What follows belongs to an exercise in optimizing a design on an open flow for small area, a short achievable clock period and few clock cycles; a production flow would make more cautious choices. At most, simulation tests tie the RTL to the original design; equivalence was not proved. The RTL of run 6 was laid out without a check of its function. No activity file was given, so power comes from the tool's default toggle rates.

`design/flow/config.mk`:
```
export PLATFORM = sky130hd
export DESIGN_NAME = axiApbBridgeTop
export DESIGN_NICKNAME = axiApbBridgeTop
export VERILOG_FILES = /design/flow/design.v
export SDC_FILE = /design/flow/constraint.sdc
export NUM_CORES = 4
export LEC_CHECK = 0
export CAP_MARGIN = 20
export CORE_AREA = 2.5 2.5 142.5 142.5
export DIE_AREA = 0 0 145 145
export PLACE_DENSITY = 0.6
export SETUP_SLACK_MARGIN = 2.5
export SLEW_MARGIN = 20
export SYNTH_HIERARCHICAL = 1
export SYNTH_MINIMUM_KEEP_SIZE = 0
```
`design/flow/standard.sh`:
```
#!/bin/bash
# synth_recipe.tcl (not shown) runs the flow's synth.tcl, then flattens the netlist and writes it again
# the make line also repeats each setting of config.mk as NAME=value (left out here)
make -C /OpenROAD-flow-scripts/flow DESIGN_CONFIG=/design/flow/config.mk WORK_HOME=/design/flow/orfs CLKGATE_MAP_FILE= SYNTH_SCRIPT=/design/flow/synth_recipe.tcl "${@:-finish}"
```
`design/flow/flow/run.sh`:
```
#!/bin/bash
# Standard layout; port buffers of the smallest plain buffer; smaller clock tree.
export BUFFER_PORTS_ARGS="-buffer_cell sky130_fd_sc_hd__buf_1"
export CTS_ARGS="-sink_clustering_enable -repair_clock_nets -dont_use_dummy_load -buf_list sky130_fd_sc_hd__clkbuf_8 -sink_clustering_size 40 -sink_clustering_max_diameter 150"
bash standard.sh > standard.log 2>&1
```
`design/flow/constraint.sdc`:
```
create_clock -name core_clock -period 5.0 [get_ports {pclk}]
set_input_delay 1.0000 -clock core_clock [delete_from_list [all_inputs] [get_ports {pclk}]]
set_output_delay 1.0000 -clock core_clock [all_outputs]
set_load 0.01 [all_outputs]
```
`design/flow/design.v`:
```
package axiPkg;
  typedef logic [31:0] addr_t;
  typedef logic [31:0] data_t;
  typedef logic [3:0]  strb_t;
  typedef logic [7:0]  id_t;
  typedef logic [7:0]  len_t;
  typedef logic [2:0]  prot_t;
  localparam int unsigned BeatBytes = 4;
  localparam int unsigned AddrReqBits = 32 + 8 + 8 + 2 + 3;
  localparam int unsigned WBeatBits   = 32 + 4;
  localparam int unsigned RBeatBits   = 32 + 2 + 8 + 1;
  localparam int unsigned BRspBits    = 2 + 8;
  typedef enum logic [1:0] {
    FIXED = 2'd0,
    INCR  = 2'd1
  } burst_e;
  typedef enum logic [1:0] {
    OKAY   = 2'd0,
    SLVERR = 2'd2,
    DECERR = 2'd3
  } resp_e;
  typedef struct packed {
    addr_t  addr;
    id_t    id;
    len_t   len;
    burst_e burst;
    prot_t  prot;
  } addrReq_t;
  typedef struct packed {
    data_t data;
    strb_t strb;
  } wBeat_t;
  typedef struct packed {
    data_t data;
    resp_e resp;
    id_t   id;
    logic  last;
  } rBeat_t;
  typedef struct packed {
    resp_e resp;
    id_t   id;
  } bRsp_t;
endpackage
package apbPkg;
  typedef enum logic [1:0] {
    IDLE   = 2'd0,
    SETUP  = 2'd1,
    ACCESS = 2'd2
  } apbState_e;
  typedef struct packed {
    logic [31:0]   paddr;
    logic [31:0]   pwdata;
    logic [3:0]    pstrb;
    logic [2:0]    pprot;
    logic          pwrite;
  } apbReq_t;
endpackage
module syncFifo #(
  parameter int unsigned Width = 8,
  parameter int unsigned Depth = 4
) (
  input  logic             pclk,
  input  logic             preset_n,
  input  logic [Width-1:0] inData,
  input  logic             inValid,
  output logic             inReady,
  output logic [Width-1:0] outData,
  output logic             outValid,
  input  logic             outReady
);
  localparam int unsigned PtrBits = (Depth > 1) ? $clog2(Depth) : 1;
  localparam int unsigned CntBits = $clog2(Depth + 1);
  logic [Width-1:0]   mem [Depth];
  logic [PtrBits-1:0] wrPtr;
  logic [PtrBits-1:0] rdPtr;
  logic [CntBits-1:0] count;
  logic               push;
  logic               pop;
  assign inReady  = (count != CntBits'(Depth));
  assign outValid = (count != '0);
  assign outData  = mem[rdPtr];
  assign push     = inValid & inReady;
  assign pop      = outValid & outReady;
  always_ff @(posedge pclk) begin
    if (push) begin
      mem[wrPtr] <= inData;
    end
  end
  always_ff @(posedge pclk or negedge preset_n) begin
    if (!preset_n) begin
      wrPtr <= '0;
      rdPtr <= '0;
      count <= '0;
    end else begin
      if (push) begin
        wrPtr <= (wrPtr == PtrBits'(Depth - 1)) ? '0 : wrPtr + 1'b1;
      end
      if (pop) begin
        rdPtr <= (rdPtr == PtrBits'(Depth - 1)) ? '0 : rdPtr + 1'b1;
      end
      case ({push, pop})
        2'b10:   count <= count + 1'b1;
        2'b01:   count <= count - 1'b1;
        default: count <= count;
      endcase
    end
  end
endmodule
module readPath #(
  parameter int unsigned FifoDepth = 4
) (
  input  logic             pclk,
  input  logic             preset_n,
  input  axiPkg::addrReq_t arReq,
  input  logic             arValid,
  output logic             arReady,
  output axiPkg::rBeat_t   rBeat,
  output logic             rValid,
  input  logic             rReady,
  output axiPkg::addrReq_t rdCmd,
  output logic             rdCmdValid,
  input  logic             rdCmdReady,
  input  axiPkg::rBeat_t   rdBeat,
  input  logic             rdBeatValid,
  output logic             rdBeatReady
);
  syncFifo #(
    .Width(axiPkg::AddrReqBits),
    .Depth(FifoDepth)
  ) arFifo_i (
    .pclk    (pclk),
    .preset_n(preset_n),
    .inData  (arReq),
    .inValid (arValid),
    .inReady (arReady),
    .outData (rdCmd),
    .outValid(rdCmdValid),
    .outReady(rdCmdReady)
  );
  syncFifo #(
    .Width(axiPkg::RBeatBits),
    .Depth(FifoDepth)
  ) rFifo_i (
    .pclk    (pclk),
    .preset_n(preset_n),
    .inData  (rdBeat),
    .inValid (rdBeatValid),
    .inReady (rdBeatReady),
    .outData (rBeat),
    .outValid(rValid),
    .outReady(rReady)
  );
endmodule
module writePath #(
  parameter int unsigned FifoDepth = 4
) (
  input  logic             pclk,
  input  logic             preset_n,
  input  axiPkg::addrReq_t awReq,
  input  logic             awValid,
  output logic             awReady,
  input  axiPkg::wBeat_t   wBeat,
  input  logic             wValid,
  output logic             wReady,
  output axiPkg::bRsp_t    bRsp,
  output logic             bValid,
  input  logic             bReady,
  output axiPkg::addrReq_t wrCmd,
  output logic             wrCmdValid,
  input  logic             wrCmdReady,
  output axiPkg::wBeat_t   wrData,
  output logic             wrDataValid,
  input  logic             wrDataReady,
  input  axiPkg::bRsp_t    wrRsp,
  input  logic             wrRspValid,
  output logic             wrRspReady
);
  syncFifo #(
    .Width(axiPkg::AddrReqBits),
    .Depth(FifoDepth)
  ) awFifo_i (
    .pclk    (pclk),
    .preset_n(preset_n),
    .inData  (awReq),
    .inValid (awValid),
    .inReady (awReady),
    .outData (wrCmd),
    .outValid(wrCmdValid),
    .outReady(wrCmdReady)
  );
  syncFifo #(
    .Width(axiPkg::WBeatBits),
    .Depth(FifoDepth)
  ) wFifo_i (
    .pclk    (pclk),
    .preset_n(preset_n),
    .inData  (wBeat),
    .inValid (wValid),
    .inReady (wReady),
    .outData (wrData),
    .outValid(wrDataValid),
    .outReady(wrDataReady)
  );
  syncFifo #(
    .Width(axiPkg::BRspBits),
    .Depth(FifoDepth)
  ) bFifo_i (
    .pclk    (pclk),
    .preset_n(preset_n),
    .inData  (wrRsp),
    .inValid (wrRspValid),
    .inReady (wrRspReady),
    .outData (bRsp),
    .outValid(bValid),
    .outReady(bReady)
  );
endmodule
module apbSequencer #(
  parameter int unsigned NumSlaves = 4,
  parameter int unsigned WinBits   = 12
) (
  input  logic                           pclk,
  input  logic                           preset_n,
  input  axiPkg::addrReq_t               rdCmd,
  input  logic                           rdCmdValid,
  output logic                           rdCmdReady,
  output axiPkg::rBeat_t                 rdBeat,
  output logic                           rdBeatValid,
  input  logic                           rdBeatReady,
  input  axiPkg::addrReq_t               wrCmd,
  input  logic                           wrCmdValid,
  output logic                           wrCmdReady,
  input  axiPkg::wBeat_t                 wrData,
  input  logic                           wrDataValid,
  output logic                           wrDataReady,
  output axiPkg::bRsp_t                  wrRsp,
  output logic                           wrRspValid,
  input  logic                           wrRspReady,
  output apbPkg::apbReq_t                apbReq,
  output logic [NumSlaves-1:0]           psel,
  output logic                           penable,
  input  logic [NumSlaves-1:0]           pready,
  input  logic [NumSlaves-1:0][31:0]   prdata,
  input  logic [NumSlaves-1:0]           pslverr
);
  localparam int unsigned AddrBits = 32;
  localparam int unsigned IdxBits  = AddrBits - WinBits;
  apbPkg::apbState_e    state;
  logic                 active;
  logic                 isWrite;
  logic                 lastWrite;
  logic                 pickWrite;
  axiPkg::addr_t        curAddr;
  axiPkg::len_t         beatCnt;
  axiPkg::resp_e        wrErr;
  axiPkg::addrReq_t     cmd;
  axiPkg::addrReq_t     newCmd;
  logic [IdxBits-1:0]   winIdx;
  logic [NumSlaves-1:0] slvHit;
  logic                 decErr;
  logic                 readySel;
  logic                 errSel;
  axiPkg::data_t        rdataSel;
  axiPkg::resp_e        beatResp;
  axiPkg::resp_e        burstResp;
  logic                 beatGo;
  logic                 beatDone;
  logic                 lastBeat;
  assign pickWrite = wrCmdValid & (~rdCmdValid | ~lastWrite);
  assign newCmd    = pickWrite ? wrCmd : rdCmd;
  assign cmd       = isWrite ? wrCmd : rdCmd;
  assign winIdx = curAddr[AddrBits-1:WinBits];
  always_comb begin
    for (int k = 0; k < NumSlaves; k++) begin
      slvHit[k] = (winIdx == IdxBits'(k));
    end
  end
  assign decErr   = ~|slvHit;
  assign readySel = |(pready & slvHit);
  assign errSel   = |(pslverr & slvHit);
  always_comb begin
    rdataSel = '0;
    for (int k = 0; k < NumSlaves; k++) begin
      if (slvHit[k]) begin
        rdataSel = prdata[k];
      end
    end
  end
  always_comb begin
    if (decErr) begin
      beatResp = axiPkg::DECERR;
    end else if (errSel) begin
      beatResp = axiPkg::SLVERR;
    end else begin
      beatResp = axiPkg::OKAY;
    end
  end
  assign burstResp = (beatResp > wrErr) ? beatResp : wrErr;
  assign lastBeat = (beatCnt == cmd.len);
  assign beatGo   = isWrite ? (wrDataValid & (wrRspReady | (beatCnt != '0))) : rdBeatReady;
  assign beatDone = (state == apbPkg::ACCESS) & (decErr | readySel);
  always_ff @(posedge pclk or negedge preset_n) begin
    if (!preset_n) begin
      state     <= apbPkg::IDLE;
      active    <= 1'b0;
      isWrite   <= 1'b0;
      lastWrite <= 1'b1;
      curAddr   <= '0;
      beatCnt   <= '0;
      wrErr     <= axiPkg::OKAY;
    end else begin
      case (state)
        apbPkg::IDLE: begin
          if (!active) begin
            if (rdCmdValid | wrCmdValid) begin
              active    <= 1'b1;
              isWrite   <= pickWrite;
              lastWrite <= pickWrite;
              curAddr   <= newCmd.addr;
              beatCnt   <= '0;
              wrErr     <= axiPkg::OKAY;
            end
          end else if (beatGo) begin
            state <= apbPkg::SETUP;
          end
        end
        apbPkg::SETUP: begin
          state <= apbPkg::ACCESS;
        end
        apbPkg::ACCESS: begin
          if (beatDone) begin
            state <= apbPkg::IDLE;
            wrErr <= burstResp;
            if (lastBeat) begin
              active <= 1'b0;
            end else begin
              beatCnt <= beatCnt + 1'b1;
              if (cmd.burst != axiPkg::FIXED) begin
                curAddr <= curAddr + axiPkg::addr_t'(axiPkg::BeatBytes);
              end
            end
          end
        end
        default: begin
          state <= apbPkg::IDLE;
        end
      endcase
    end
  end
  assign psel    = (state == apbPkg::IDLE) ? '0 : slvHit;
  assign penable = (state == apbPkg::ACCESS);
  always_comb begin
    apbReq.paddr  = curAddr;
    apbReq.pwdata = isWrite ? wrData.data : '0;
    apbReq.pstrb  = isWrite ? wrData.strb : '0;
    apbReq.pprot  = cmd.prot;
    apbReq.pwrite = isWrite;
  end
  assign rdBeatValid = beatDone & ~isWrite;
  assign rdCmdReady  = beatDone & ~isWrite & lastBeat;
  assign wrDataReady = beatDone & isWrite;
  assign wrCmdReady  = beatDone & isWrite & lastBeat;
  assign wrRspValid  = beatDone & isWrite & lastBeat;
  always_comb begin
    rdBeat.data = rdataSel;
    rdBeat.resp = beatResp;
    rdBeat.id   = rdCmd.id;
    rdBeat.last = lastBeat;
    wrRsp.resp  = burstResp;
    wrRsp.id    = wrCmd.id;
  end
endmodule
module axiApbBridge #(
  parameter int unsigned NumSlaves = 4,
  parameter int unsigned WinBits   = 12,
  parameter int unsigned FifoDepth = 4
) (
  input  logic                           pclk,
  input  logic                           preset_n,
  input  axiPkg::addrReq_t               arReq,
  input  logic                           arValid,
  output logic                           arReady,
  input  axiPkg::addrReq_t               awReq,
  input  logic                           awValid,
  output logic                           awReady,
  input  axiPkg::wBeat_t                 wBeat,
  input  logic                           wValid,
  output logic                           wReady,
  output axiPkg::rBeat_t                 rBeat,
  output logic                           rValid,
  input  logic                           rReady,
  output axiPkg::bRsp_t                  bRsp,
  output logic                           bValid,
  input  logic                           bReady,
  output apbPkg::apbReq_t                apbReq,
  output logic [NumSlaves-1:0]           psel,
  output logic                           penable,
  input  logic [NumSlaves-1:0]           pready,
  input  logic [NumSlaves-1:0][31:0]   prdata,
  input  logic [NumSlaves-1:0]           pslverr
);
  axiPkg::addrReq_t rdCmd;
  logic             rdCmdValid;
  logic             rdCmdReady;
  axiPkg::rBeat_t   rdBeat;
  logic             rdBeatValid;
  logic             rdBeatReady;
  axiPkg::addrReq_t wrCmd;
  logic             wrCmdValid;
  logic             wrCmdReady;
  axiPkg::wBeat_t   wrData;
  logic             wrDataValid;
  logic             wrDataReady;
  axiPkg::bRsp_t    wrRsp;
  logic             wrRspValid;
  logic             wrRspReady;
  readPath #(.FifoDepth(FifoDepth)) readPath_i (
    .pclk, .preset_n,
    .arReq, .arValid, .arReady,
    .rBeat, .rValid, .rReady,
    .rdCmd, .rdCmdValid, .rdCmdReady,
    .rdBeat, .rdBeatValid, .rdBeatReady
  );
  writePath #(.FifoDepth(FifoDepth)) writePath_i (
    .pclk, .preset_n,
    .awReq, .awValid, .awReady,
    .wBeat, .wValid, .wReady,
    .bRsp, .bValid, .bReady,
    .wrCmd, .wrCmdValid, .wrCmdReady,
    .wrData, .wrDataValid, .wrDataReady,
    .wrRsp, .wrRspValid, .wrRspReady
  );
  apbSequencer #(
    .NumSlaves(NumSlaves),
    .WinBits  (WinBits)
  ) apbSequencer_i (
    .pclk, .preset_n,
    .rdCmd, .rdCmdValid, .rdCmdReady,
    .rdBeat, .rdBeatValid, .rdBeatReady,
    .wrCmd, .wrCmdValid, .wrCmdReady,
    .wrData, .wrDataValid, .wrDataReady,
    .wrRsp, .wrRspValid, .wrRspReady,
    .apbReq, .psel, .penable,
    .pready, .prdata, .pslverr
  );
endmodule
module axiApbBridgeTop (
  input  logic         pclk,
  input  logic         preset_n,
  input  logic [31:0]  ar_addr,
  input  logic [7:0]   ar_id,
  input  logic [7:0]   ar_len,
  input  logic [1:0]   ar_burst,
  input  logic [2:0]   ar_prot,
  input  logic         ar_valid,
  output logic         ar_ready,
  input  logic [31:0]  aw_addr,
  input  logic [7:0]   aw_id,
  input  logic [7:0]   aw_len,
  input  logic [1:0]   aw_burst,
  input  logic [2:0]   aw_prot,
  input  logic         aw_valid,
  output logic         aw_ready,
  input  logic [31:0]  w_data,
  input  logic [3:0]   w_strb,
  input  logic         w_valid,
  output logic         w_ready,
  output logic [31:0]  r_data,
  output logic [1:0]   r_resp,
  output logic [7:0]   r_id,
  output logic         r_last,
  output logic         r_valid,
  input  logic         r_ready,
  output logic [1:0]   b_resp,
  output logic [7:0]   b_id,
  output logic         b_valid,
  input  logic         b_ready,
  output logic [31:0]  paddr,
  output logic [31:0]  pwdata,
  output logic [3:0]   pstrb,
  output logic [2:0]   pprot,
  output logic         pwrite,
  output logic [3:0]   psel,
  output logic         penable,
  input  logic [3:0]   pready,
  input  logic [127:0] prdata,
  input  logic [3:0]   pslverr
);
  logic        act;        
  logic        wr;         
  logic        acc;        
  logic [11:2] curAddr;    
  logic [3:0]  oh;         
  logic        upZero;     
  logic        upOnes;     
  logic [7:0]  left;       
  logic        last;       
  logic [1:0]  wrErr;      
  logic        rv;         
  logic        rl;
  logic [31:0] rd;
  logic [1:0]  rr;
  logic        bv;
  logic        fA;         
  logic        fW;         
  logic        fR;         
  logic [3:0]  hit;
  logic        dec;
  logic        fixed;
  logic        done;
  logic        decDone;
  logic        fin;
  logic        setup;
  logic [1:0]  beatResp;
  logic        rdAvail;
  logic        wrAvail;
  logic        free;
  logic        start;
  logic        pickW;
  logic [31:0] rdSel;
  logic [3:0]  sWA;
  logic        dW;
  logic        rdSel1;
  logic [4:0]  awBits;
  logic [4:0]  arBits;
  logic [4:0]  xAw;
  logic [4:0]  xAr;
  logic [4:0]  cmdBits;
  logic [1:0]  cmdLow;
  logic [3:0]  sAn;
  logic [3:0]  sW;
  logic [3:0]  sR;
  logic [3:0]  xW;
  logic [3:0]  xR;
  logic [3:0]  xP;
  logic        actN;
  logic        wrN;
  logic        accN;
  logic        rvN;
  logic        decN;
  assign hit = oh & {4{upZero}};
  assign dec = ~upZero;
  assign done    = acc & |(pready & oh);
  assign decDone = act & dec & (wr ? w_valid : ~rv);
  assign fin     = done | decDone;
  assign setup   = act & ~acc & ~dec & (wr ? w_valid : (~rv | r_ready));
  assign beatResp = dec ? 2'd3 : (|(pslverr & hit) ? 2'd2 : 2'd0);
  assign rdAvail = ar_valid & ~(act & ~wr) & ~(rv & rl);
  assign wrAvail = aw_valid & ~(act & wr) & ~bv;
  assign free    = ~act | (fin & last);
  assign start   = free & (rdAvail | wrAvail);
  assign pickW   = wrAvail & (~rdAvail | ~wr);
  assign fixed   = wr ? (aw_burst == 2'd0) : (ar_burst == 2'd0);
  always_comb begin
    rdSel = '0;
    for (int k = 0; k < 4; k++) begin
      rdSel = rdSel | (prdata[32*k +: 32] & {32{hit[k] & ~rv}});
    end
  end
  assign upOnes = wr ? (&aw_addr[31:14]) : (&ar_addr[31:14]);
  always_comb begin
    actN = start | (act & ~(fin & last));
    wrN  = start ? pickW : wr;
    accN = acc ? ~done : setup;
    rvN  = (fin & ~wr) | (rv & ~r_ready);
    if (start) begin
      decN = pickW ? (aw_addr[31:14] != '0) : (ar_addr[31:14] != '0);
    end else if (fin && !fixed && oh[3] && (&curAddr[11:2])) begin
      decN = ~upOnes;
    end else begin
      decN = dec;
    end
  end
  always_ff @(posedge pclk or negedge preset_n) begin
    if (!preset_n) begin
      act <= 1'b0;
      wr     <= 1'b0;
      acc <= 1'b0;
      rv  <= 1'b0;
      bv  <= 1'b0;
      fA  <= 1'b0;
      fW  <= 1'b0;
      fR  <= 1'b0;
    end else begin
      act <= actN;
      wr  <= wrN;
      acc <= accN;
      rv  <= rvN;
      if (fin & wr & last) begin
        bv <= 1'b1;
      end else if (b_ready) begin
        bv <= 1'b0;
      end
      fA  <= accN | (actN & ~decN & ~wrN & ~rvN);
      fW  <= actN & ~accN & ~decN & wrN;
      fR  <= actN & ~accN & ~decN & ~wrN & rvN;
    end
  end
  always_ff @(posedge pclk) begin
    if (start) begin
      curAddr <= pickW ? aw_addr[11:2] : ar_addr[11:2];
      for (int k = 0; k < 4; k++) begin
        oh[k] <= pickW ? (aw_addr[13:12] == 2'(k)) : (ar_addr[13:12] == 2'(k));
      end
      upZero  <= pickW ? (aw_addr[31:14] == '0) : (ar_addr[31:14] == '0);
      left    <= pickW ? aw_len : ar_len;
      last    <= pickW ? (aw_len == '0) : (ar_len == '0);
    end else if (fin) begin
      left <= left - 8'd1;
      last <= (left == 8'd1);
      if (!fixed) begin
        curAddr <= curAddr + 10'd1;
        if (&curAddr) begin
          oh <= {oh[2:0], oh[3]};
          if (oh[3]) begin
            upZero <= upOnes;
          end
        end
      end
    end
    if (start & pickW) begin
      wrErr <= 2'd0;
    end else if (fin & wr) begin
      wrErr <= wrErr | beatResp;
    end
    rd <= rdSel | (rd & {32{rv}});
    if (!rv) begin
      rr <= beatResp;
      rl <= last;
    end
  end
  assign sAn = ~(oh & {4{fA}});
  assign sW  = oh & {4{fW}};
  assign sR  = oh & {4{fR}};
  for (genvar k = 0; k < 4; k++) begin : g_psel
    nand2Gate wGate_i (.a(sW[k]), .b(w_valid), .y(xW[k]));
    nand2Gate rGate_i (.a(sR[k]), .b(r_ready), .y(xR[k]));
    nand3Gate sGate_i (.a(sAn[k]), .b(xW[k]), .c(xR[k]), .y(psel[k]));
  end
  assign penable = acc;
  assign paddr   = {18'd0, oh[3] | oh[2], oh[3] | oh[1], curAddr, cmdLow};
  assign pwrite  = wr;
  for (genvar k = 0; k < 5; k++) begin : g_cmd
    nand2Gate awGate_i (.a(wr), .b(awBits[k]), .y(xAw[k]));
    nand2Gate arGate_i (.a(rdSel1), .b(arBits[k]), .y(xAr[k]));
    nand2Gate oGate_i (.a(xAw[k]), .b(xAr[k]), .y(cmdBits[k]));
  end
  assign rdSel1  = ~wr;
  assign awBits  = {aw_prot, aw_addr[1:0]};
  assign arBits  = {ar_prot, ar_addr[1:0]};
  assign pprot   = cmdBits[4:2];
  assign cmdLow  = cmdBits[1:0];
  assign pwdata  = w_data;
  assign pstrb   = w_strb & {4{wr}};
  assign sWA     = oh & {4{acc & wr}};
  assign dW      = act & dec & wr;
  for (genvar k = 0; k < 3; k++) begin : g_wready
    nand2Gate pGate_i (.a(sWA[k]), .b(pready[k]), .y(xP[k]));
  end
  a21oiGate pGate3_i (.a1(sWA[3]), .a2(pready[3]), .b1(dW), .y(xP[3]));
  nand4Gate wGate_i (.a(xP[0]), .b(xP[1]), .c(xP[2]), .d(xP[3]), .y(w_ready));
  assign r_valid  = rv;
  assign r_data   = rd;
  assign r_resp   = rr;
  assign r_last   = rl;
  assign r_id     = ar_id;
  assign ar_ready = rv & rl & r_ready;
  assign b_valid  = bv;
  assign b_resp   = wrErr;
  assign b_id     = aw_id;
  assign aw_ready = bv & b_ready;
endmodule
module nand2Gate (
  input  logic a,
  input  logic b,
  output logic y
);
  assign y = ~(a & b);
endmodule
module nand3Gate (
  input  logic a,
  input  logic b,
  input  logic c,
  output logic y
);
  assign y = ~(a & b & c);
endmodule
module nand4Gate (
  input  logic a,
  input  logic b,
  input  logic c,
  input  logic d,
  output logic y
);
  assign y = ~(a & b & c & d);
endmodule
module a21oiGate (
  input  logic a1,
  input  logic a2,
  input  logic b1,
  output logic y
);
  assign y = ~((a1 & a2) | b1);
endmodule
```
==> flow_metrics.tcl, run 1 <==
set metrics [dict create \
    status "timing/DRC/antenna clean" \
    ys_seq_area_share_pct 35.7 \
    ys.flop_type "dfxtp_1" \
    max-vdd-ir-drop_mv 0.189 \
    finalSetupViolations 0 \
    dpl.hpwl_um 14300 \
    post-route-util_pct 30.9 \
    setup_ws_ns 2.52 \
    n_antenna_cell 0 \
    clockBufferDepth 2 \
    pre_cts_slack_ns 1.86 \
    cts_tree "built" \
    reg2reg_slack_ns 2.67 \
    grt_usage_pct 16.8 \
    clkTransAtPathRegs_ns 0.10 \
    hold_class "flip-flop to flip-flop" \
    drt-initial-drc-count 302 \
    critical_path_class "flip-flop to output pin" \
    clk_latency_ns 0.37 \
    grt_max_degree 35 \
    grt_pass1_vias 4848 \
    yosysUniqueCellTypes 53 \
    instances_no_fill 1081 \
    place_inst 1060 \
    worstRegToRegCells 9 \
    htreeDepth 3 \
    std_cell_rows 51 \
    synth_enable_flop_cells 27 \
    cts_buffers 9 \
    period_minus_slack_ns 2.48 \
    path_buf_inv 1 \
    route.detailed.drc 0 \
    worstPathArrival_ns 1.48 \
    rsz0062_at_grt "yes" \
    cp_top_family "flip-flops" \
    hold_viol_final 0 \
    drive_gt1_share_pct 7.48 \
    antenna_found_initial 1 \
    cp-end-kind "output pin" \
    fin_crit_sh_pct 49.6 \
    wl_per_cell_um 16.7 \
    via_per_inst 4.67 \
    vias 5049 \
    path_cells "and3_1, a21oi_2, nand4_1, buf_1" \
    holdWs_ns 0.487 \
    layout-area-overhead-vs-synth_pct 26.0 \
    nets 1106 \
    leakagePower_nw 2.23 \
    reg2reg_to "last" \
    cap_violations 0 \
    start_util_pct 24.5 \
    final-max-slew-violation-count 0 \
    clkSinkCount 69 \
    slew_headroom_pct 56.2 \
    fin_worst_skew_ns 0.0469 \
    critPathRequiredTime_ns 4.00 \
    die_y_um 145 \
    cp.depth 4 \
    timing.setup.tns_ns 0 \
    netlist_area_mm2 0.00474 \
    routabilityCongestion 0.853 \
    portBuffers 305 \
    cpMaxStageDelayCell "edfxtp_1" \
    overflow 0 \
    detail_route.first_pass.iterations 5 \
    antenna_left 0 \
    netlist_instances 563 \
    layout_common_cells "buf_1, nand2_1, a22oi_1" \
    die_x_um 145 \
    yosys_warnings 7 \
    power.density_mw_per_mm2 569 \
    nFillCells 2148 \
    startpoint_type "flip-flop" \
    r2r_start "wr" \
    synth-seq-cells 69 \
    critPathMaxFanout 8 \
    avgSynthCellArea_um2 8.42 \
    clockRootBuffer "clkbuf_8" \
    layout_commonest_cell "buf_1" \
    async_reset_ff_share_pct 11.6 \
    crit_path_end "w_ready" \
    core_area_mm2 0.0193 \
    boundaryPins 420 \
    grt_pass1_wl_um 27800 \
    max_stage_delay_ns 0.55 \
    worst_pin_slew_ns 0.648 \
    routed_wl_um 18000 \
    crit_start "oh[3]" \
    max_freq_ghz 0.404 \
    dieArea_mm2 0.0210 \
]
-- synth_stat cells (all sizes together), types with 2 or more instances --
| cell type | number | area share (%) |
|---|---|---|
| nand2 | 91 | 7.2 |
| buf | 74 | 12 |
| a22oi | 61 | 9.9 |
| nand3 | 40 | 4.2 |
| dfxtp | 34 | 14 |
| edfxtp | 27 | 17 |
| nor2 | 27 | 2.1 |
| clkbuf | 24 | 1.9 |
| mux2i | 22 | 4.6 |
| and2 | 15 | 2.0 |
| nor4 | 14 | 1.8 |
| a21oi | 12 | 1.3 |
| and3 | 12 | 1.6 |
| o21ai | 12 | 1.3 |
| nand4 | 11 | 1.5 |
| inv | 9 | 0.71 |
| dfrtp | 8 | 4.2 |
| nor3 | 8 | 1.1 |
| xor2 | 8 | 1.5 |
| a222oi | 7 | 1.5 |
| nand2b | 6 | 0.79 |
| xnor2 | 6 | 1.1 |
| a31oi | 4 | 0.53 |
| or2 | 4 | 0.53 |
| ha | 3 | 0.79 |
| nor2b | 3 | 0.40 |
| o31ai | 3 | 0.58 |
| a211oi | 2 | 0.69 |
| a21boi | 2 | 0.63 |
| nand3b | 2 | 0.32 |
| o41ai | 2 | 0.53 |
-- layer usage --
layer	vias to the layer above	GRT usage, %	part of all wire (%)
met5	-	0	0.055
met4	2	4.17	1.8
met3	23	5.91	8.6
met2	249	28.0	48
met1	2317	20.9	42
li1	2458	-	-
-- worst min path at each step --
stage | start | to | slack (ns) | cells after the start
after floorplan | wrErr[0] | wrErr[0] | 0.50 | 2
after global placement | wrErr[0] | wrErr[0] | 0.46 | 2
after detailed placement | wrErr[0] | wrErr[0] | 0.47 | 2
after CTS | wrErr[0] | wrErr[0] | 0.49 | 2
after global routing | rd[9] | rd[9] | 0.54 | 2
final | wrErr[0] | wrErr[0] | 0.49 | 2
-- metrics by stage --
stage / total power, mW / instance area [um^2]
after floorplan: 2.38 / 4810
after global placement: 2.94 / 5700
after detailed placement: 2.96 / 5700
after CTS: 3.39 / 5900
after global routing: 3.69 / 5970
final: 3.40 / 5970
-- report_power, final --
group          internal [mW]  leakage [nW]  switching (mW)
clock network          0.160        0.0647           0.197
logic                  0.721          1.52            1.09
registers              0.966         0.644           0.259
total                   1.85          2.23            1.55
-- modules after synthesis, one instance, submodules excluded --
module	flops+latches	copies in the design	area, um^2
nand2Gate	0	26	3.75
a21oiGate	0	1	8.76
nand3Gate	0	4	5.00
axiApbBridgeTop	69	1	4610
nand4Gate	0	1	6.26
-- cell type report --
cell class	count	area [um^2]	share of cell area, %
Inverter	9	33.8	0.566
Tap cell	265	332	5.55
Clock buffer	9	124	2.07
Timing Repair Buffer	325	1340	22.4
Sequential cell	69	1700	28.4
Multi-Input combinational cell	404	2450	41.1
-- cell families after synthesis --
logic type / count (synthesis) / share of synthesized area [%]
compound gates: 110 / 17.8
xor+xnor: 14 / 2.59
fa+ha+maj: 3 / 0.792
buf+inv: 107 / 14.2
flops: 69 / 35.7
mux: 22 / 4.64
other cells: 1 / 0.0791
simple gates: 237 / 24.2
-- timing repair --
| action | in CTS | in global routing |
|---|---|---|
| hold endpoints to repair | 0 | 0 |
| gates resized for setup | 15 | 12 |
| buffers inserted | 6 | 6 |
| pin swaps | 0 | 2 |
| hold buffers | 0 | 0 |
| setup endpoints to repair | 68 | 55 |
| cloned | 0 | 0 |
-- state kept, by name, indices dropped and copies added, names as in the netlist --
name     count
rl           1
curAddr     10
left         8
upZero       1
rr           2
fR           1
last         1
fA           1
fW           1
bv           1
act          1
acc          1
rd          32
wr           1
rv           1
wrErr        2
oh           4
-- worst reg2reg max path, stage by stage, from the launching register on --
cell and delay, ns:
dfrtp_4 0.53, buf_6 0.15, buf_6 0.16, and2_1 0.19, a211oi_4 0.19, buf_4 0.19
buf_6 0.25, nor2_1 0.08, a31oi_1 0.22, o21ai_0 0.11
Testbench counts, summed over its fixed seeds: cycles 10,238.
==> run 2: changes to the inputs <==
==> design/flow/flow/run.sh (replaced) <==
#!/bin/bash
# Standard layout; port buffers of the smallest plain buffer; smaller clock tree;
# one tie cell for the constant outputs.
export BUFFER_PORTS_ARGS="-buffer_cell sky130_fd_sc_hd__buf_1"
export CTS_ARGS="-sink_clustering_enable -repair_clock_nets -dont_use_dummy_load -buf_list sky130_fd_sc_hd__clkbuf_8 -sink_clustering_size 40 -sink_clustering_max_diameter 150"
export SKIP_REPAIR_TIE_FANOUT=1
bash standard.sh > standard.log 2>&1
--- a/design/flow/config.mk
+++ b/design/flow/config.mk
@@ -10,3 +10,3 @@
 export DIE_AREA = 0 0 145 145
-export PLACE_DENSITY = 0.6
+export PLACE_DENSITY = 0.5
 export SETUP_SLACK_MARGIN = 2.5
==> run 2 against run 1 <==
Synthesized cell count stayed put. Clock-buffer cell count stayed put. First-iteration DRC count is 32% lower. Synthesized area stayed put. Routed wire length is 1.2% higher. Register-to-register slack worse by 0.03 ns. Combinational power is 4% higher. Cell count is 1.0% lower. Clock skew is 0.025 ns lower. Still clean on timing, DRC and antenna. Sequential share of layout area is 0.12 points lower. Hold slack worse by 0.0023 ns. Maximum frequency hardly changed.
==> flow_metrics.tcl, run 2 <==
set metrics [dict create \
    dieArea_mm2 0.0210 \
    critPathMaxFanout 2 \
    yosysUniqueCellTypes 53 \
    critical_path_class "input port to output pin" \
    reg2reg_slack_ns 2.64 \
    fin_worst_skew_ns 0.0223 \
    nets 1095 \
    cts_tree "built" \
    die_y_um 145 \
    slew_headroom_pct 59.6 \
    ctsHoldBuffers 0 \
    startpoint_type "input port" \
    detail_route.first_pass.iterations 4 \
    yosys_warnings 7 \
    antenna_left 0 \
    rsz0062_at_grt "yes" \
    reg_top3 "rd x32, curAddr x10, left x8" \
    largest_reg_flops 32 \
    routed_wl_um 18300 \
    ys_seq_area_share_pct 35.7 \
    avgSynthCellArea_um2 8.42 \
    dpl.hpwl_um 14300 \
    clkSinkCount 69 \
    boundaryPins 420 \
    clk_latency_ns 0.36 \
    synth-seq-cells 69 \
    routabilityCongestion 0.816 \
    synth_top_area_cell "edfxtp_1" \
    ys.flop_type "dfxtp_1" \
    hold_viol_final 0 \
    htreeDepth 3 \
    power.density_mw_per_mm2 577 \
    via_per_inst 4.67 \
    cap_violations 0 \
    die_x_um 145 \
    status "timing/DRC/antenna clean" \
    grt_usage_pct 16.4 \
    clockBufferDepth 2 \
    critPathRequiredTime_ns 4.00 \
    portBuffers 305 \
    route.detailed.drc 0 \
    antenna_found_initial 1 \
    final-max-slew-violation-count 0 \
    leakagePower_nw 2.20 \
    overflow 0 \
    max-vdd-ir-drop_mv 0.218 \
    design_area_mm2 0.00599 \
    worst_pin_slew_ns 0.597 \
    netlist_instances 563 \
    wl_per_cell_um 17.1 \
    n_antenna_cell 0 \
    async_reset_ff_share_pct 11.6 \
    layout_commonest_cell "buf_1" \
    drive_gt1_share_pct 8.57 \
    post-synth-top-count-cell "nand2_1" \
    core_area_mm2 0.0193 \
    synth_enable_flop_cells 27 \
    synth_common_cells "nand2_1, buf_4, a22oi_1, nand3_1, dfxtp_1" \
    top_register "rd" \
    place_area_mm2 0.00564 \
    cp-end-kind "output pin" \
    cts_buffers 9 \
    layout_common_cells "buf_1, nand2_1, a22oi_1" \
    timing.setup.tns_ns 0 \
    period_minus_slack_ns 2.48 \
    vias 4997 \
    start_util_pct 24.5 \
    yosysTopAreaCellShare_pct 17.1 \
    max_freq_ghz 0.404 \
    std_cell_rows 51 \
    clkTransAtPathRegs_ns 0.06 \
    fin_crit_sh_pct 49.5 \
    grt_max_degree 34 \
    finalSetupViolations 0 \
    clockRootBuffer "clkbuf_8" \
    worstPathArrival_ns 1.48 \
    grt_pass1_vias 4633 \
    layout-area-overhead-vs-synth_pct 26.4 \
    netlist_area_mm2 0.00474 \
    synth.area.top_cells "edfxtp_1, dfxtp_1, buf_4, a22oi_1, nand2_1" \
    grt_pass1_wl_um 26900 \
    hold_class "flip-flop to flip-flop" \
    drt-initial-drc-count 206 \
]
run 2: cell counts after synthesis:
No cell type changed its count.
run 2: through the flow:
stage	setup slack, ns	hold WS (ns)	power (mW)	util, %	cells
finish	2.52	0.484	3.46	31.0	1070
global route	2.49	0.508	3.76	31.0	1070
CTS	2.51	0.489	3.45	30.4	1061
detailed placement	1.62	0.472	2.97	29.2	1043
global placement	1.67	0.464	2.96	29.2	1043
floorplan	2.52	0.505	2.38	-	563
run 2: kinds of logic (layout without fill, tap and decap cells):
group	count (synthesis)	count (layout)	share of synthesized area, %
adders and majority gates	3	3	0.792
buffers and inverters	107	348	14.2
other	1	1	0.0791
and+or+nand+nor	237	238	24.2
AOI/OAI and AO/OA	110	110	17.8
muxes	22	22	4.64
xor gates and xnor gates	14	14	2.59
DFF	69	69	35.7
run 2: per-module statistics from Yosys (local to each module, per instance):
module,copies in the design,area [um^2]
nand4Gate,1,6.26
nand3Gate,4,5.00
nand2Gate,26,3.75
axiApbBridgeTop,1,4610
a21oiGate,1,8.76
run 2: final cells by class:
| type | count | area, um^2 |
|---|---|---|
| Tap cell | 265 | 332 |
| Fill cell | 2158 | 13300 |
| Sequential cell | 69 | 1690 |
| Multi-Input combinational cell | 388 | 2410 |
| Clock buffer | 9 | 124 |
| Inverter | 9 | 37.5 |
| Timing Repair Buffer | 330 | 1390 |
run 2: worst paths after layout:
path	startpoint	end	depth (start not counted)
max	pready[3]	w_ready	4
min	wrErr[1]	wrErr[1]	2
max reg2reg	wr	fA	9
min reg2reg	wrErr[1]	wrErr[1]	2
max in group asynchronous	preset_n	acc	1
min in group asynchronous	preset_n	bv	1
run 2: power by group:
| part | internal, mW | switching, mW | total, mW |
|---|---|---|---|
| registers | 0.964 | 0.252 | 1.22 |
| logic | 0.764 | 1.13 | 1.89 |
| clock network | 0.160 | 0.193 | 0.353 |
run 2: what timing repair did:
action | CTS | global route
pin swaps | 0 | 3
cloned | 1 | 1
setup buffers | 8 | 8
resized for setup | 13 | 11
setup endpoints to repair | 47 | 28
run 2: routing by layer:
metal	vias up	wire length [um]	GRT usage [%]
met5	-	17	0
met4	2	246	4.22
met3	20	1580	6.42
met2	246	8790	27.0
met1	2274	7620	20.1
li1	2455	-	-
run 2: worst max-delay path: stages:
cell      delay, ns
clkbuf_2       0.11
a21oi_2        0.14
nand4_1        0.08
buf_2          0.14
==> run 3: changes to the inputs <==
--- a/design/flow/config.mk
+++ b/design/flow/config.mk
@@ -10,3 +10,3 @@
 export DIE_AREA = 0 0 145 145
-export PLACE_DENSITY = 0.5
+export PLACE_DENSITY = 0.7
 export SETUP_SLACK_MARGIN = 2.5
==> run 3 against run 2 <==
Final area down 1.0%. Synthesized area is the same. First-iteration DRC count up 65%. Clock power is essentially flat. Non-clock buffer count is 1 lower. Critical path depth is the same. Combinational power fell by 4%. Cell count shrank 0.19%. Worst setup slack worse by 0.0052 ns. Die area stayed put. Register-to-register slack better by 0.05 ns. Critical path type is now flip-flop to output pin. Critical endpoint unchanged.
==> flow_metrics.tcl, run 3 <==
set metrics [dict create \
    max_freq_ghz 0.403 \
    hold_depth 2 \
    portBuffers 305 \
    final-max-slew-violation-count 0 \
    core_area_mm2 0.0193 \
    synth_enable_flop_cells 27 \
    leakagePower_nw 2.17 \
    clockBufferDepth 2 \
    netlist_area_mm2 0.00474 \
    drive_gt1_share_pct 7.72 \
    r2r_start "wr" \
    std_cell_rows 51 \
    die_y_um 145 \
    via_per_inst 4.74 \
    die_x_um 145 \
    cts_tree "built" \
    instances_no_fill 1068 \
    fin_crit_sh_pct 49.6 \
    overflow 0 \
    status "timing/DRC/antenna clean" \
    combinationalPowerShare_pct 53.7 \
    nFillCells 2104 \
    clkSinkCount 69 \
    cap_violations 0 \
    yosysUniqueCellTypes 53 \
    hold_class "flip-flop to flip-flop" \
    detail_route.first_pass.iterations 6 \
    startpoint_type "flip-flop" \
    p_sw_mw 1.54 \
    antenna_left 0 \
    yosys_warnings 7 \
    htreeDepth 3 \
    critical_path_class "flip-flop to output pin" \
    clk_latency_ns 0.35 \
    worst_pin_slew_ns 0.665 \
    grt_usage_pct 15.6 \
    drt-initial-drc-count 340 \
    dpl.hpwl_um 13700 \
    antenna_found_initial 0 \
    grt_max_degree 39 \
    critPathMaxFanout 12 \
    wl_per_cell_um 16.1 \
    timing.setup.tns_ns 0 \
    slew_headroom_pct 55.1 \
    hp-start "wrErr[0]" \
    ys_seq_area_share_pct 35.7 \
    fin_worst_skew_ns 0.0244 \
    layout_common_cells "buf_1, nand2_1, a22oi_1" \
    cp-end-kind "output pin" \
    path_buf_inv 1 \
    cp_top_family "flip-flops" \
    synth.area.top_cells "edfxtp_1, dfxtp_1, buf_4, a22oi_1, nand2_1" \
    top_usage_layer "met2" \
    layout_commonest_cell "buf_1" \
    start_util_pct 24.5 \
    grt_pass1_wl_um 25700 \
    vias 5066 \
    hold_viol_final 0 \
    reg2reg_slack_ns 2.69 \
    finalSetupViolations 0 \
    nets 1093 \
    critPathRequiredTime_ns 4.00 \
    holdWs_ns 0.482 \
    max-vdd-ir-drop_mv 0.277 \
    largest_reg_flops 32 \
    place_inst 1043 \
    routabilityCongestion 0.905 \
    max_stage_delay_ns 0.54 \
    worstRegToRegCells 7 \
    period_minus_slack_ns 2.48 \
    post-synth-top-count-cell "nand2_1" \
    p_clk_share_pct 10.4 \
    route.detailed.drc 0 \
    switching_share_pct 45.4 \
    cts_buffers 9 \
    reg_top3 "rd x32, curAddr x10, left x8" \
    cpMaxStageDelayCell "dfrtp_4" \
    yosysTopAreaCellShare_pct 17.1 \
    avgSynthCellArea_um2 8.42 \
    netlist_instances 563 \
    grt_pass1_vias 4830 \
    p_int_mw 1.85 \
    rsz0062_at_grt "yes" \
    met2_usage_pct 26.0 \
    p_seq_share_pct 36.0 \
    synth-seq-cells 69 \
    hold_path_end "wrErr[0]" \
    async_reset_ff_share_pct 11.6 \
    power_mw 3.39 \
    reg2reg_to "fW" \
    clkTransAtPathRegs_ns 0.07 \
    synth_top_area_cell "edfxtp_1" \
    synth_common_cells "nand2_1, buf_4, a22oi_1, nand3_1, dfxtp_1" \
    boundaryPins 420 \
    layout-area-overhead-vs-synth_pct 25.1 \
    ys.flop_type "dfxtp_1" \
    routed_wl_um 17200 \
    n_antenna_cell 0 \
    use_met3_pct 5.47 \
    path_cells "and3_1, a21oi_2, nand4_1, buf_1" \
    worstPathArrival_ns 1.48 \
    ctsHoldBuffers 0 \
    top_register "rd" \
    grtUsageMet1_pct 18.8 \
    power.density_mw_per_mm2 573 \
    clockRootBuffer "clkbuf_8" \
    dieArea_mm2 0.0210 \
]
==> run 3: cell counts after synthesis <==
No cell type changed its count.
==> run 3: how the worst max path moves through the flow <==
stage,startpoint,end,cells after the start
finish,wr,w_ready,4
global route,oh[3],w_ready,4
CTS,wr,w_ready,5
detailed placement,w_valid,left[0],6
global placement,w_valid,left[4],6
floorplan,ar_valid,curAddr[10],7
==> run 3: per-module statistics from Yosys, one instance, submodules excluded <==
module | area (um^2) | flip-flops and latches
a21oiGate | 8.76 | 0
axiApbBridgeTop | 4610 | 69
nand2Gate | 3.75 | 0
nand3Gate | 5.00 | 0
nand4Gate | 6.26 | 0
==> run 3: timing repair <==
| action | CTS | global route |
|---|---|---|
| pin swaps | 0 | 1 |
| buffers inserted | 3 | 13 |
| cloned | 0 | 0 |
| gates resized for setup | 11 | 4 |
| setup endpoints to repair | 54 | 19 |
==> run 3: power groups by stage <==
stage,Sequential [mW],Combinational (mW),Clock (mW)
2_1_floorplan,1.25,1.13,0
3_3_place_gp,1.26,1.64,0
3_5_place_dp,1.26,1.68,0
4_1_cts,1.23,1.74,0.377
5_1_grt,1.27,2.01,0.394
6_report,1.22,1.82,0.352
==> run 3: final cells by class <==
cell class	instances	area, um^2	share of cell area [%]
repair buffers	329	1350	22.8
well taps	265	332	5.59
clock buffers	9	124	2.09
flip-flops and latches	69	1700	28.6
inverters	9	37.5	0.633
multi-input cells	387	2390	40.3
==> run 3: tightest hold or removal path, delay by kind of cell (launching register included) <==
family / cells / cell delay, ns
flip-flops: 1 / 0.33
AO/OA/AOI/OAI: 1 / 0.04
AND/OR/NAND/NOR: 1 / 0.07
==> run 3: logic make-up after synthesis <==
group | count (synthesis) | synth area share [%]
buffers and inverters | 107 | 14.2
XOR/XNOR | 14 | 2.59
AO/OA/AOI/OAI | 110 | 17.8
adder cells (fa/ha/maj) | 3 | 0.792
other | 1 | 0.0791
flip-flops | 69 | 35.7
AND/OR/NAND/NOR | 237 | 24.2
multiplexers | 22 | 4.64
==> run 3: stage by stage <==
step / utilization, % / worst slack, ns / area [um^2]
4_1_cts: 30.0 / 2.43 / 5800
2_1_floorplan: - / 2.52 / 4740
3_5_place_dp: 29.2 / 1.87 / 5640
3_3_place_gp: 29.2 / 1.94 / 5640
5_1_grt: 30.7 / 2.43 / 5930
6_report: 30.7 / 2.52 / 5930
==> run 3: per-layer routing <==
metal	share of wire, %	wire [um]
met1	42	7210
met2	47	8070
met3	9.3	1590
met4	1.9	335
met5	0	0
==> run 4: changes to the inputs <==
--- a/design/flow/config.mk
+++ b/design/flow/config.mk
@@ -10,3 +10,4 @@
 export DIE_AREA = 0 0 145 145
-export PLACE_DENSITY = 0.7
+export GPL_TIMING_DRIVEN = 0
+export PLACE_DENSITY = 0.6
 export SETUP_SLACK_MARGIN = 2.5
==> run 4 against run 3 <==
Register-to-register slack about the same. Final area up 14%. Worst setup slack worse by 0.028 ns. Largest cell class unchanged. Global-route usage up 2.4 points. Synthesized area unchanged. Sequential cell count unchanged. Still clean on timing, DRC and antenna. Largest power group unchanged. Total power up 5.2%. Clock-buffer cell count unchanged. Cell count up 12%. Hold slack worse by 0.0022 ns. Routed wire length up 15%. Sequential power about the same.
==> flow_metrics.tcl, run 4 <==
set metrics [dict create \
    antenna_left 0 \
    rsz0062_at_grt "yes" \
    grt_pass1_wl_um 29900 \
    overflow 0 \
    startpoint_type "input port" \
    grt_usage_pct 18.0 \
    status "timing/DRC/antenna clean" \
    synth_top_area_cell "edfxtp_1" \
    layout-area-overhead-vs-synth_pct 42.1 \
    detail_route.first_pass.iterations 5 \
    drive_gt1_share_pct 15.0 \
    layout_commonest_cell "buf_1" \
    nFillCells 2107 \
    core_area_mm2 0.0193 \
    regArea_mm2 0.00169 \
    hold_class "flip-flop to flip-flop" \
    ctsHoldBuffers 0 \
    cap_violations 0 \
    reg2reg_slack_ns 2.69 \
    clkSinkCount 69 \
    final-max-slew-violation-count 0 \
    critPathMaxFanout 2 \
    worstPathArrival_ns 1.51 \
    routabilityCongestion 0.872 \
    place_area_mm2 0.00640 \
    die_x_um 145 \
    cts_tree "built" \
    reg_top3 "rd x32, curAddr x10, left x8" \
    hp-start "wrErr[0]" \
    top_register "rd" \
    max-vdd-ir-drop_mv 0.278 \
    start_util_pct 24.5 \
    portBuffers 353 \
    fin_worst_skew_ns 0.0157 \
    max_stage_delay_ns 0.15 \
    crit_start "pready[3]" \
    clkTransAtPathRegs_ns 0.06 \
    p_clk_share_pct 10.0 \
    yosysTopAreaCellShare_pct 17.1 \
    cp_top_family "buffers and inverters" \
    boundaryPins 420 \
    die_y_um 145 \
    via_per_inst 4.60 \
    netlist_instances 563 \
    synth_common_cells "nand2_1, buf_4, a22oi_1, nand3_1, dfxtp_1" \
    yosys_warnings 7 \
    critPathRequiredTime_ns 4.00 \
    p_sw_mw 1.63 \
    synth_enable_flop_cells 27 \
    drt-initial-drc-count 231 \
    clockBufferDepth 2 \
    dpl.hpwl_um 16200 \
    power.density_mw_per_mm2 530 \
    clockRootBuffer "clkbuf_8" \
    instances_no_fill 1201 \
    antenna_found_initial 1 \
    nets 1225 \
    hold_viol_final 0 \
    route.detailed.drc 0 \
    grt_pass1_vias 5340 \
    design_area_mm2 0.00674 \
    worstRegToRegCells 8 \
    cts_buffers 9 \
    combinationalPowerShare_pct 56.4 \
    r2r_start "wr" \
    timing.setup.tns_ns 0 \
    switching_share_pct 45.8 \
    largest_reg_flops 32 \
    dieArea_mm2 0.0210 \
    multiInputGateArea_mm2 0.00245 \
    hold_path_end "wrErr[0]" \
    worst_pin_slew_ns 0.540 \
    ys_seq_area_share_pct 35.7 \
    yosysUniqueCellTypes 53 \
    synth.area.top_cells "edfxtp_1, dfxtp_1, buf_4, a22oi_1, nand2_1" \
    ys.flop_type "dfxtp_1" \
    async_reset_ff_share_pct 11.6 \
    avgSynthCellArea_um2 8.42 \
    routed_wl_um 19700 \
    std_cell_rows 51 \
    path_cells "buf_1, a21oi_2, nand4_1, buf_2" \
    p_int_mw 1.94 \
    slew_headroom_pct 63.6 \
    fin_crit_sh_pct 50.2 \
    grt_max_degree 19 \
    cpMaxStageDelayCell "a21oi_2" \
    place_inst 1181 \
    path_buf_inv 2 \
    wl_per_cell_um 16.4 \
    netlist_area_mm2 0.00474 \
    period_minus_slack_ns 2.51 \
    max_freq_ghz 0.399 \
    htreeDepth 3 \
    clk_latency_ns 0.36 \
    post-synth-top-count-cell "nand2_1" \
    power_mw 3.57 \
    critical_path_class "input port to output pin" \
    p_seq_share_pct 33.6 \
    layout_common_cells "buf_1, nand2_1, buf_4" \
    hold_depth 2 \
    reg2reg_to "curAddr[4]" \
    synth-seq-cells 69 \
    finalSetupViolations 0 \
    vias 5521 \
    leakagePower_nw 2.60 \
    cp-end-kind "output pin" \
]
## run 4: through the flow
| step | utilization [%] | hold slack (ns) | worst slack (ns) |
|---|---|---|---|
| floorplan | - | 0.505 | 2.52 |
| global placement | 33.1 | 0.449 | 2.01 |
| global route | 34.9 | 0.515 | 2.43 |
| finish | 34.9 | 0.480 | 2.49 |
| detailed placement | 33.1 | 0.459 | 1.97 |
| CTS | 34.5 | 0.474 | 2.44 |
## run 4: cells by family (layout without fill, tap and decap cells)
| logic type | Yosys count | after routing | share of synthesized area (%) |
|---|---|---|---|
| and+or+nand+nor | 237 | 237 | 24.2 |
| adders and majority gates | 3 | 3 | 0.792 |
| AOI/OAI and AO/OA | 110 | 110 | 17.8 |
| muxes | 22 | 22 | 4.64 |
| buffers and inverters | 107 | 479 | 14.2 |
| other | 1 | 2 | 0.0791 |
| xor gates and xnor gates | 14 | 14 | 2.59 |
| DFF | 69 | 69 | 35.7 |
## run 4: how the worst max path moves through the flow
stage	endpoint	slack [ns]	cells past startpoint
detailed placement	curAddr[5]	1.97	8
global placement	curAddr[5]	2.01	8
floorplan	curAddr[10]	2.52	7
CTS	w_ready	2.44	6
global route	w_ready	2.43	6
finish	w_ready	2.49	4
## run 4: cell type report
cell class                 instances  area share, %
multi-input combinational        387           36.3
sequential                        69           25.1
timing repair buffer             363           21.0
buffer                            98           10.2
tap                              265           4.92
clock buffer                       9           1.84
inverter                           9          0.557
antenna                            1         0.0371
## run 4: per-layer routing
| metal | share of wire (%) | global-route usage, % | vias to the layer above |
|---|---|---|---|
| met5 | 0 | 0 | - |
| met4 | 1.1 | 3.83 | 0 |
| met3 | 7.1 | 4.81 | 18 |
| met2 | 49 | 31.0 | 224 |
| met1 | 43 | 22.6 | 2558 |
| li1 | - | - | 2721 |
## run 4: repair_timing
action | CTS | global route
pin swaps | 1 | 3
cloned | 1 | 0
setup buffers | 8 | 1
endpoints found under the setup margin | 36 | 48
gates resized for setup | 24 | 23
hold endpoints to repair | 0 | 0
## run 4: tightest hold or removal path: stages (launching register included)
cell     delay [ns]
dfxtp_1        0.33
a31oi_1        0.05
nor2_1         0.07
## run 4: power by group through the flow
| stage | Sequential (mW) | Clock (mW) | Combinational [mW] |
|---|---|---|---|
| CTS | 1.20 | 0.384 | 1.99 |
| finish | 1.20 | 0.359 | 2.01 |
| global placement | 1.21 | 0 | 1.85 |
| floorplan | 1.25 | 0 | 1.13 |
| global route | 1.24 | 0.399 | 2.24 |
| detailed placement | 1.22 | 0 | 1.86 |
## run 4: modules after synthesis, one instance, submodules excluded
module	cells inside	flip-flops and latches	area (um^2)
nand4Gate	1	0	6.26
nand3Gate	1	0	5.00
axiApbBridgeTop	531	69	4610
nand2Gate	1	0	3.75
a21oiGate	1	0	8.76
==> run 5: changes to the inputs <==
--- a/design/flow/config.mk
+++ b/design/flow/config.mk
@@ -10,3 +10,3 @@
 export DIE_AREA = 0 0 145 145
-export GPL_TIMING_DRIVEN = 0
+export GPL_ROUTABILITY_DRIVEN = 0
 export PLACE_DENSITY = 0.6
==> run 5 against run 4 <==
Die area did not move. Via count decreased by 8.5%. Routed wire length shrank 9.1%. Non-clock buffer count shrank 137. Global-route usage fell by 1.8 points. Total power is 6.2% lower. Hold slack improved by 0.0034 ns. Critical path depth decreased by 1. Largest cell class unchanged. Clock power shrank 1%. Utilization down 4.4 points. Still clean. Highest routed layer unchanged. Largest power group unchanged.
==> flow_metrics.tcl, run 5 <==
set metrics [dict create \
    status "timing/DRC/antenna clean" \
    nets 1088 \
    core_area_mm2 0.0193 \
    antenna_left 0 \
    hold_class "flip-flop to flip-flop" \
    route.detailed.drc 0 \
    final-max-slew-violation-count 0 \
    ctsHoldBuffers 0 \
    ys_seq_area_share_pct 35.7 \
    synth.area.top_cells "edfxtp_1, dfxtp_1, buf_4, a22oi_1, nand2_1" \
    power_mw 3.35 \
    drive_gt1_share_pct 7.52 \
    post-synth-top-count-cell "nand2_1" \
    top_usage_layer "met2" \
    die_x_um 145 \
    detail_route.first_pass.iterations 6 \
    layout-area-overhead-vs-synth_pct 24.0 \
    synth-seq-cells 69 \
    nFillCells 2127 \
    leakagePower_nw 2.16 \
    max_freq_ghz 0.403 \
    fin_worst_skew_ns 0.0222 \
    grt_max_degree 39 \
    crit_start "w_strb[0]" \
    cp-end-kind "output pin" \
    grt_pass1_vias 4762 \
    dpl.hpwl_um 14400 \
    period_minus_slack_ns 2.48 \
    netlist_area_mm2 0.00474 \
    synth_enable_flop_cells 27 \
    critPathRequiredTime_ns 4.00 \
    clkTransAtPathRegs_ns 0.08 \
    worstRegToRegCells 7 \
    cap_violations 0 \
    cp.depth 3 \
    met2_usage_pct 27.0 \
    grt_pass1_wl_um 26400 \
    synth_common_cells "nand2_1, buf_4, a22oi_1, nand3_1, dfxtp_1" \
    vias 5049 \
    reg2reg_slack_ns 2.71 \
    clk_latency_ns 0.35 \
    fin_crit_sh_pct 49.6 \
    synth_top_area_cell "edfxtp_1" \
    path_cells "buf_1, and2_1, clkbuf_2" \
    clockBufferDepth 2 \
    rsz0062_at_grt "yes" \
    antenna_found_initial 1 \
    die_y_um 145 \
    r2r_start "wr" \
    finalSetupViolations 0 \
    layout_common_cells "buf_1, nand2_1, a22oi_1" \
    cts_buffers 9 \
    via_per_inst 4.75 \
    startpoint_type "input port" \
    path_buf_inv 2 \
    reg_top3 "rd x32, curAddr x10, left x8" \
    drt-initial-drc-count 339 \
    overflow 0 \
    dieArea_mm2 0.0210 \
    slew_headroom_pct 62.8 \
    avgSynthCellArea_um2 8.42 \
    max-vdd-ir-drop_mv 0.212 \
    largest_reg_flops 32 \
    worstPathArrival_ns 1.48 \
    post-route-util_pct 30.4 \
    async_reset_ff_share_pct 11.6 \
    yosysUniqueCellTypes 53 \
    hold_viol_final 0 \
    wl_per_cell_um 16.9 \
    yosysTopAreaCellShare_pct 17.1 \
    critPathMaxFanout 1 \
    clockRootBuffer "clkbuf_8" \
    boundaryPins 420 \
    critical_path_class "input port to output pin" \
    max_stage_delay_ns 0.22 \
    cts_tree "built" \
    netlist_instances 563 \
    clkSinkCount 69 \
    portBuffers 305 \
    power.density_mw_per_mm2 570 \
    yosys_warnings 7 \
    timing.setup.tns_ns 0 \
    grt_usage_pct 16.2 \
    worst_pin_slew_ns 0.550 \
    cpMaxStageDelayCell "and2_1" \
    std_cell_rows 51 \
    top_register "rd" \
    cp_top_family "buffers and inverters" \
    hp-start "wrErr[1]" \
    grtUsageMet1_pct 19.6 \
    routed_wl_um 17900 \
    start_util_pct 24.5 \
    ys.flop_type "dfxtp_1" \
    htreeDepth 3 \
    use_met3_pct 5.97 \
    hold_depth 2 \
    layout_commonest_cell "buf_1" \
]
==> run 5: final cells by class <==
cell class	count	area [um^2]	area share [%]
Antenna cell	1	2.50	0.0426
Clock buffer	9	124	2.11
Inverter	9	33.8	0.575
Multi-Input combinational cell	387	2380	40.5
Sequential cell	69	1700	28.8
Tap cell	265	332	5.64
Timing Repair Buffer	324	1310	22.3
==> run 5: cell families (layout without fill, tap and decap cells) <==
group                      after synthesis  count (layout)  synth area share, %
muxes                                   22              22                 4.64
and+or+nand+nor                        237             237                 24.2
buffers and inverters                  107             342                 14.2
adders and majority gates                3               3                0.792
xor gates and xnor gates                14              14                 2.59
other                                    1               2               0.0791
DFF                                     69              69                 35.7
AOI/OAI and AO/OA                      110             110                 17.8
==> run 5: where the power goes <==
part	leakage, nW	internal (mW)	switching [mW]
registers	0.644	0.966	0.253
logic	1.45	0.697	1.08
clock network	0.0647	0.161	0.193
==> run 5: final timing paths <==
kind / end
worst max-delay path: pstrb[0]
worst min-delay path: wrErr[1]
worst max register to register: fW
worst min register to register: wrErr[1]
max in group asynchronous: wr
min in group asynchronous: wr
==> run 5: through the flow <==
stage	hold slack [ns]	std cells	worst slack (ns)	cell area, um^2
after detailed placement	0.457	1042	1.56	5630
after CTS	0.482	1059	2.50	5840
final	0.483	1064	2.52	5880
after global placement	0.473	1042	1.68	5630
after global routing	0.509	1064	2.48	5880
after floorplan	0.505	563	2.52	4740
==> run 5: timing repair <==
| action | in CTS | in global routing |
|---|---|---|
| resized for setup | 13 | 5 |
| cloned | 0 | 0 |
| endpoints found under the hold margin | 0 | 0 |
| setup endpoints to repair | 54 | 17 |
| buffers inserted | 8 | 4 |
==> run 5: routing by layer <==
layer  wire [um]  part of all wire (%)
met5           0                     0
met1        7430                    41
met3        1740                   9.7
met4         329                   1.8
met2        8430                    47
==> run 5: worst min-delay path, stage by stage, from the launching register on <==
cell and delay, ns:
dfxtp_1 0.34, a31oi_1 0.04, nor2_1 0.07
==> run 5: per-module statistics from Yosys (local to each module, per instance) <==
module / cells / copies in the design
nand3Gate: 1 / 4
nand2Gate: 1 / 26
axiApbBridgeTop: 531 / 1
nand4Gate: 1 / 1
a21oiGate: 1 / 1
==> run 6: changes to the inputs <==
--- a/design/flow/design.v
+++ b/design/flow/design.v
@@ -521,2 +521,3 @@
   logic [3:0]  sWA;
+  logic        rvl;
   logic        dW;
@@ -666,3 +667,4 @@
   assign r_id     = ar_id;
-  assign ar_ready = rv & rl & r_ready;
+  assign rvl      = rv & rl;
+  and2Gate arGate_i (.a(rvl), .b(r_ready), .y(ar_ready));
   assign b_valid  = bv;
@@ -679,2 +681,9 @@
 endmodule
+module and2Gate (
+  input  logic a,
+  input  logic b,
+  output logic y
+);
+  assign y = a & b;
+endmodule
 module nand3Gate (
--- a/design/flow/config.mk
+++ b/design/flow/config.mk
@@ -10,3 +10,2 @@
 export DIE_AREA = 0 0 145 145
-export GPL_ROUTABILITY_DRIVEN = 0
 export PLACE_DENSITY = 0.6
==> run 6 against run 5 <==
Still clean. Synthesized cell count did not move. Worst setup slack worse by 0.053 ns. Routed wire length is 3.1% higher. Utilization rose by 1.2 points. Critical endpoint is now pprot[2]. Largest power group unchanged. Highest routed layer unchanged.
==> flow_metrics.tcl, run 6 <==
set metrics [dict create \
    grt_usage_pct 16.7 \
    clockBufferDepth 2 \
    max-vdd-ir-drop_mv 0.213 \
    dpl.hpwl_um 14800 \
    path_cells "buf_4, clkbuf_16, buf_4, nand2_1, nand2_1, buf_2" \
    vias 5088 \
    synth_enable_flop_cells 27 \
    post-route-util_pct 31.6 \
    via_per_inst 4.73 \
    reg_top3 "rd x32, curAddr x10, left x8" \
    ys.flop_type "dfxtp_1" \
    antenna_found_initial 2 \
    wl_per_cell_um 17.2 \
    async_reset_ff_share_pct 11.6 \
    power.density_mw_per_mm2 581 \
    cpMaxStageDelayCell "dfrtp_4" \
    p_int_mw 1.95 \
    final-max-slew-violation-count 0 \
    p_seq_share_pct 33.9 \
    worstPathArrival_ns 1.53 \
    cp-end-kind "output pin" \
    netlist_instances 563 \
    nFillCells 2123 \
    htreeDepth 3 \
    switching_share_pct 45.0 \
    combinationalPowerShare_pct 56.0 \
    rsz0062_at_grt "yes" \
    routabilityCongestion 0.913 \
    hold_viol_final 0 \
    overflow 0 \
    routed_wl_um 18500 \
    drive_gt1_share_pct 10.3 \
    synth.area.top_cells "edfxtp_1, dfxtp_1, buf_4, a22oi_1, nand2_1" \
    portBuffers 305 \
    core_area_mm2 0.0193 \
    layout-area-overhead-vs-synth_pct 27.9 \
    fin_crit_sh_pct 50.7 \
    critPathMaxFanout 5 \
    clockRootBuffer "clkbuf_8" \
    ctsHoldBuffers 0 \
    grt_pass1_vias 4907 \
    status "timing/DRC/antenna clean" \
    synth_common_cells "nand2_1, buf_4, a22oi_1, nand3_1, dfxtp_1" \
    avgSynthCellArea_um2 8.48 \
    die_x_um 145 \
    p_sw_mw 1.59 \
    grt_max_degree 34 \
    drt-initial-drc-count 249 \
    ys_seq_area_share_pct 35.4 \
    startpoint_type "flip-flop" \
    timing.setup.tns_ns 0 \
    post-synth-top-count-cell "nand2_1" \
    antenna_left 0 \
    finalSetupViolations 0 \
    critical_path_class "flip-flop to output pin" \
    grt_pass1_wl_um 27500 \
    max_freq_ghz 0.395 \
    netlist_area_mm2 0.00477 \
    cts_buffers 9 \
    top_register "rd" \
    critPathRequiredTime_ns 4.00 \
    fin_worst_skew_ns 0.0416 \
    layout_commonest_cell "buf_1" \
    synth-seq-cells 69 \
    synth_top_area_cell "edfxtp_1" \
    boundaryPins 420 \
    start_util_pct 24.7 \
    std_cell_rows 51 \
    die_y_um 145 \
    yosysUniqueCellTypes 56 \
    clkSinkCount 69 \
    leakagePower_nw 2.34 \
    cts_tree "built" \
    clk_latency_ns 0.37 \
    dieArea_mm2 0.0210 \
    nets 1098 \
    p_clk_share_pct 10.0 \
    clkTransAtPathRegs_ns 0.07 \
    yosysTopAreaCellShare_pct 17.0 \
    hold_class "flip-flop to flip-flop" \
    largest_reg_flops 32 \
    yosys_warnings 7 \
    cap_violations 0 \
    layout_common_cells "buf_1, nand2_1, a22oi_1" \
    detail_route.first_pass.iterations 5 \
    period_minus_slack_ns 2.53 \
    max_stage_delay_ns 0.51 \
    route.detailed.drc 0 \
]
## run 6: through the flow
step / setup WS, ns / cell area [um^2] / std cells / power [mW] / hold WS, ns
after floorplan: 2.51 / 4780 / 563 / 2.39 / 0.505
after global placement: 1.97 / 5660 / 1043 / 2.94 / 0.467
after detailed placement: 1.87 / 5660 / 1043 / 2.97 / 0.468
after CTS: 2.36 / 5930 / 1063 / 3.46 / 0.497
after global routing: 2.35 / 6100 / 1075 / 3.84 / 0.516
final: 2.47 / 6100 / 1075 / 3.54 / 0.490
## run 6: repair_timing
action                     4_1_cts  5_1_grt
cloned                           0        2
setup endpoints to repair       41       19
pin swaps                        0        7
setup buffers                   11        8
resized for setup               26       17
## run 6: worst max-delay path: cells and delay by family (launching register included)
kind                   cells  cell delay, ns
buffers and inverters      4            0.57
DFF                        1            0.51
and+or+nand+nor            2            0.12
## run 6: Yosys stat by module, one instance, submodules excluded
| module | times used | area, um^2 |
|---|---|---|
| axiApbBridgeTop | 1 | 4630 |
| a21oiGate | 1 | 8.76 |
| and2Gate | 1 | 6.26 |
| nand4Gate | 1 | 6.26 |
| nand3Gate | 4 | 5.00 |
| nand2Gate | 26 | 3.75 |
## run 6: worst paths after layout
path / start / end / slack, ns / cells after the start
hold reg to reg: rd[0] / rd[0] / 0.49 / 2
min in group asynchronous: preset_n / bv / 0.58 / 1
setup reg to reg: wr / left[0] / 2.67 / 9
setup / recovery: wr / pprot[2] / 2.47 / 6
hold / removal: rd[0] / rd[0] / 0.49 / 2
max in group asynchronous: preset_n / wr / 4.04 / 1
## run 6: power groups by stage
stage	clock, mW	combinational, mW	sequential (mW)
final	0.356	1.98	1.20
after global routing	0.396	2.20	1.25
after CTS	0.377	1.88	1.20
after detailed placement	0	1.72	1.25
after global placement	0	1.69	1.25
after floorplan	0	1.14	1.25
## run 6: final cells by class
class	instances	area (um^2)	area share, %
Tap cell	265	332	5.43
Antenna cell	2	5.00	0.0820
Timing Repair Buffer	335	1470	24.1
Sequential cell	69	1700	27.8
Multi-Input combinational cell	387	2440	40.0
Clock buffer	9	124	2.03
Inverter	8	33.8	0.554
## run 6: metal layers
metal	part of all wire (%)	GRT usage [%]
met1	39	18.9
met2	49	28.4
met3	8.8	6.16
met4	2.5	6.60
met5	0	0
## run 6: cell families after synthesis
kind of cell               share of synthesized area, %
and+or+nand+nor                                    24.3
muxes                                              3.59
adders and majority gates                         0.787
xor gates and xnor gates                           2.57
DFF                                                35.4
buffers and inverters                              14.6
other                                            0.0786
AOI/OAI and AO/OA                                  18.7

[afterwards: timing with drivers on the ports]
Ports are ideal in the flow. The routed layouts listed here were re-timed in OpenROAD. Step 1: set_driving_cell puts a clkbuf_16 on pclk and a buf_2 on each other input, an assumption about the parent block. Step 2 adds t to the input delays and takes it off the output delays; t is the mean of the earliest and latest rising clock arrival at the registers after step 1. Input paths then give back, and output paths get back, about the clock's delay inside the block. Three values: no drivers, after step 1, after step 2; two values: the first two.
run	shift t [ns]	setup WS [ns]	worst setup path after step 2	slew at the worst register clock pin (ns)	cell pins on the clock port's net
run 1	0.385	2.522 / 2.488 / 2.205	input to register	0.10 / 0.10	1
run 2	0.381	2.523 / 2.481 / 2.281	input to register	0.08 / 0.08	1
run 3	0.369	2.518 / 2.486 / 2.251	input to register	0.08 / 0.08	1
run 4	0.378	2.491 / 2.467 / 2.185	input to register	0.08 / 0.08	1
run 5	0.373	2.520 / 2.450 / 2.254	input to register	0.08 / 0.08	1
run 6	0.385	2.467 / 2.431 / 2.246	input to register	0.10 / 0.10	1
After both steps setup and hold are still met in every run listed. The setup slack of run 1, which loses most, moves by -0.034 ns with the drivers and by -0.317 ns with both steps.
